Source: an optimization exercise on an open RTL-to-GDS flow (aim: small area, a short achievable clock period and few clock cycles per item). Production flows keep margins and buffers that such runs may drop. The RTL was checked by simulation tests, not by an equivalence proof against the original design. Power is estimated from default activity; no workload was simulated.

Setup of JK:
==> module edit_distance_best_match, before the edit <==
module edit_distance_best_match (
  input  logic        clk,
  input  logic        rst_n,
  input  logic        in_valid,
  output logic        in_ready,
  input  logic [1:0]  in_command,
  input  logic [7:0]  in_char,
  output logic        out_valid,
  input  logic        out_ready,
  output logic        out_found,
  output logic [11:0] out_index,
  input  logic        cfg_valid,
  output logic        cfg_ready,
  input  logic [6:0]  cfg_threshold
);
  localparam int R = 31;             
  localparam logic [1:0] C_QUERY = 2'd0;
  localparam logic [1:0] C_CHAR  = 2'd1;
  localparam logic [1:0] C_CLOSE = 2'd2;
  localparam logic [1:0] C_FIN   = 2'd3;
  logic         in_ready_r;
  logic         take, iq, ic, icl, ifin;
  assign in_ready  = in_ready_r;
  assign cfg_ready = 1'b1;
  assign take      = in_valid && in_ready_r;
  assign iq        = take && in_command == C_QUERY;
  assign ic        = take && in_command == C_CHAR;
  assign icl       = take && in_command == C_CLOSE;
  assign ifin      = take && in_command == C_FIN;
  logic [5:0]   qlen_r;              
  logic [7:0]   qstore_r [R];
  logic [R-1:0] qmask;
  logic [R-1:0] eq_r;
  logic         b_char, b_close, b_fin, restart;
  always_comb begin
    qmask = '0;
    for (int n = 1; n <= R + 1; n++) begin
      if (qlen_r == 6'(n)) begin
        for (int k = 0; k < R; k++) qmask[k] = (k >= R - n);
      end
    end
  end
  always_ff @(posedge clk) begin
    if (iq) begin
      for (int k = 0; k < R - 1; k++) qstore_r[k] <= qstore_r[k+1];
      qstore_r[R-1] <= in_char;
    end
  end
  always_ff @(posedge clk) begin
    for (int k = 0; k < R; k++) eq_r[k] <= (qstore_r[k] == in_char);
  end
  always_ff @(posedge clk) begin
    if (!rst_n) begin
      qlen_r  <= '0;
      b_char  <= 1'b0;
      b_close <= 1'b0;
      b_fin   <= 1'b0;
      restart <= 1'b1;
    end else begin
      b_char  <= ic;
      b_close <= icl;
      b_fin   <= ifin;
      restart <= iq || icl || ifin;
      if (iq && !qlen_r[5]) qlen_r <= qlen_r + 6'd1;
      else if (ifin) qlen_r <= '0;
    end
  end
  logic [R-1:0] pv_r, mv_r;
  logic         sp_r, sm_r;          
  logic [4:0]   score_r;             
  logic [4:0]   pos_r;
  logic         tl_r;                
  logic [5:0]   best_r;              
  logic [11:0]  bidx_r;
  logic [12:0]  wcnt_r;
  logic [5:0]   thr_r, cfgd_r;
  logic         cfgv_r;
  logic [R-1:0] c, xh, xv, ph, mh, phs, mhs;
  logic [4:0]   score_eff;
  logic         closer;
  logic         found;
  always_comb begin
    logic [R-1:0] gg, pp, gn, pn;
    gg = eq_r & pv_r;
    pp = pv_r;
    for (int d = 1; d < R; d = d * 2) begin
      gn = gg;
      pn = pp;
      for (int k = 0; k < R; k++) begin
        if ((k & d) != 0) begin
          gn[k] = gg[k] | (pp[k] & gg[(k & ~(d - 1)) - 1]);
          pn[k] = pp[k] & pp[(k & ~(d - 1)) - 1];
        end
      end
      gg = gn;
      pp = pn;
    end
    c = {gg[R-2:0], 1'b0};
  end
  assign xh  = eq_r | c;
  assign xv  = eq_r | mv_r;
  assign ph  = mv_r | ~(xh | pv_r);
  assign mh  = pv_r & xh;
  assign phs = {ph[R-2:0], 1'b1};
  assign mhs = {mh[R-2:0], 1'b0};
  assign score_eff = score_r + 5'(sp_r) - 5'(sm_r);
  assign closer = !tl_r && !qlen_r[5] && ({1'b0, score_eff} < best_r);
  assign found     = (wcnt_r != '0) && (best_r[5] ? thr_r[5] : (best_r[4:0] <= thr_r[4:0]));
  always_ff @(posedge clk) begin
    if (restart) begin
      pv_r <= qmask;
      mv_r <= ~qmask;
    end else if (b_char) begin
      pv_r <= mhs | ~(xv | phs);
      mv_r <= phs & xv;
    end
  end
  always_ff @(posedge clk) begin
    sp_r    <= b_char && ph[R-1];
    sm_r    <= b_char && mh[R-1];
    score_r <= restart ? qlen_r[4:0] : score_eff;
    if (restart) begin
      pos_r <= '0;
      tl_r  <= 1'b0;
    end else if (b_char && !tl_r) begin
      if (pos_r == 5'd31) tl_r <= 1'b1;
      else pos_r <= pos_r + 5'd1;
    end
  end
  always_ff @(posedge clk) begin
    if (!rst_n) begin
      best_r  <= 6'd32;
      bidx_r  <= '0;
      wcnt_r  <= '0;
    end else begin
      if (b_close && !wcnt_r[12]) begin
        if (closer) begin
          best_r <= {1'b0, score_eff};
          bidx_r <= wcnt_r[11:0];
        end
        wcnt_r <= wcnt_r + 13'd1;
      end
      if (b_fin) begin
        best_r <= 6'd32;
        bidx_r <= '0;
        wcnt_r <= '0;
      end
    end
  end
  always_ff @(posedge clk) begin
    if (!rst_n) begin
      cfgv_r <= 1'b0;
      thr_r  <= 6'd2;
    end else begin
      cfgv_r <= cfg_valid;
      if (cfgv_r) thr_r <= cfgd_r;
    end
  end
  always_ff @(posedge clk) begin
    cfgd_r <= {cfg_threshold[6], (cfg_threshold[6] || cfg_threshold[5]) ? 5'd31 : cfg_threshold[4:0]};
  end
  logic        ov_r, of_r;
  logic [11:0] oi_r;
  logic        fin_take, ov_nxt;
  assign fin_take = take && in_command == C_FIN;
  assign ov_nxt   = b_fin || (ov_r && !out_ready);
  always_ff @(posedge clk) begin
    if (!rst_n) begin
      in_ready_r <= 1'b1;
      ov_r       <= 1'b0;
    end else begin
      in_ready_r <= !fin_take && !ov_nxt;
      ov_r       <= ov_nxt;
    end
  end
  always_ff @(posedge clk) begin
    if (b_fin) begin
      of_r <= found;
      oi_r <= found ? bidx_r : '0;
    end
  end
  assign out_valid = ov_r;
  assign out_found = of_r;
  assign out_index = oi_r;
endmodule
export LEC_CHECK = 0
export CAP_MARGIN = 20
export CORE_MARGIN = 2
export CORE_UTILIZATION = 65
export CTS_BUF_LIST = sky130_fd_sc_hd__clkbuf_8
export CTS_CLUSTER_DIAMETER = 60
export CTS_CLUSTER_SIZE = 18
export SLEW_MARGIN = 20
create_clock -name core_clock -period 10.0 [get_ports {clk}]
standard.sh (not shown) runs the stock make flow with config.mk's settings and CLKGATE_MAP_FILE= SYNTH_SCRIPT=/design/flow/synth_recipe.tcl, a recipe that flattens the netlist after the stock synthesis.
==> flow/flow/run.sh <==
#!/bin/bash
bash standard.sh SETUP_SLACK_MARGIN=7.0 "BUFFER_PORTS_ARGS=-buffer_cell sky130_fd_sc_hd__buf_2" finish > standard.log 2>&1
Testbench counts of JK, summed over its fixed seeds: cycles 33,216, items 32,550.
### JK -> AL
--- a/flow/design.v
+++ b/flow/design.v
@@ -158,26 +158,44 @@
   end
   always_ff @(posedge clk) begin
     cfgd_r <= {cfg_threshold[6], (cfg_threshold[6] || cfg_threshold[5]) ? 5'd31 : cfg_threshold[4:0]};
   end
-  logic        ov_r, of_r;
-  logic [11:0] oi_r;
-  logic        fin_take, ov_nxt;
+  logic [1:0]  cnt_r;                
+  logic        ov_r, of_r, sv_r, sf_r;
+  logic [11:0] oi_r, si_r;
+  logic        fin_take, out_take;
   assign fin_take = take && in_command == C_FIN;
-  assign ov_nxt   = b_fin || (ov_r && !out_ready);
-  always_ff @(posedge clk) begin
-    if (!rst_n) begin
+  assign out_take = ov_r && out_ready;
+  always_ff @(posedge clk) begin
+    if (!rst_n) begin
+      cnt_r      <= '0;
       in_ready_r <= 1'b1;
       ov_r       <= 1'b0;
-    end else begin
-      in_ready_r <= !fin_take && !ov_nxt;
-      ov_r       <= ov_nxt;
-    end
-  end
-  always_ff @(posedge clk) begin
+      sv_r       <= 1'b0;
+    end else begin
+      cnt_r      <= cnt_r + 2'(fin_take) - 2'(out_take);
+      in_ready_r <= out_take || !(cnt_r[1] || (cnt_r[0] && fin_take));
+      if (!ov_r || out_ready) begin
+        ov_r <= sv_r || b_fin;
+        sv_r <= sv_r && b_fin;
+      end else if (b_fin) begin
+        sv_r <= 1'b1;
+      end
+    end
+  end
+  always_ff @(posedge clk) begin
+    if (!ov_r || out_ready) begin
+      if (sv_r) begin
+        of_r <= sf_r;
+        oi_r <= si_r;
+      end else begin
+        of_r <= found;
+        oi_r <= found ? bidx_r : '0;
+      end
+    end
     if (b_fin) begin
-      of_r <= found;
-      oi_r <= found ? bidx_r : '0;
+      sf_r <= found;
+      si_r <= found ? bidx_r : '0;
     end
   end
   assign out_valid = ov_r;
   assign out_found = of_r;
[summary]
Going from JK to AL, fraction of power consumed by combinational cells climbed 0.3 points; final critical-path share of the clock period dropped 0.74 points.
Diff JK and AL: internal power of the cells higher in AL
Summary — total via count in the routed design, AL relative to JK: higher, by 7.3%.
Row placed cell count: AL higher / JK lower
As of AL, power had risen by a few percent compared to JK.
Taking JK as the reference, in AL clock insertion delay at the later pin of the skew report went down by 0.06 ns; sink count of the clock tree now sits higher.
Testbench counts of AL, summed over its fixed seeds: cycles 32,566, items 32,550.

[static timing again, ports no longer ideal]
Ports are ideal in the flow. The routed layouts listed here were re-timed in OpenROAD. Step 1, drivers: a clkbuf_16 drives clk and a buf_2 each remaining input, both assumed. Step 2 moves the port delays by t, midway between the first and last clock arrival at a register: inputs arrive t later, outputs are due t later. That takes back most of the time a late clock gives input paths. Slacks: ideal / step 1 / step 2; pairs: ideal / step 1.
run | t, ns | setup WS [ns] | latest minus earliest clock arrival (ns)
JK | 0.661 | 6.844 / 6.798 / 6.457 | 0.021 / 0.021
AL | 0.601 | 6.918 / 6.871 / 6.464 | 0.038 / 0.038
After both steps every run listed still meets setup and hold. The setup slack of AL, which loses most, moves by -0.047 ns with the drivers and by -0.454 ns with both steps.
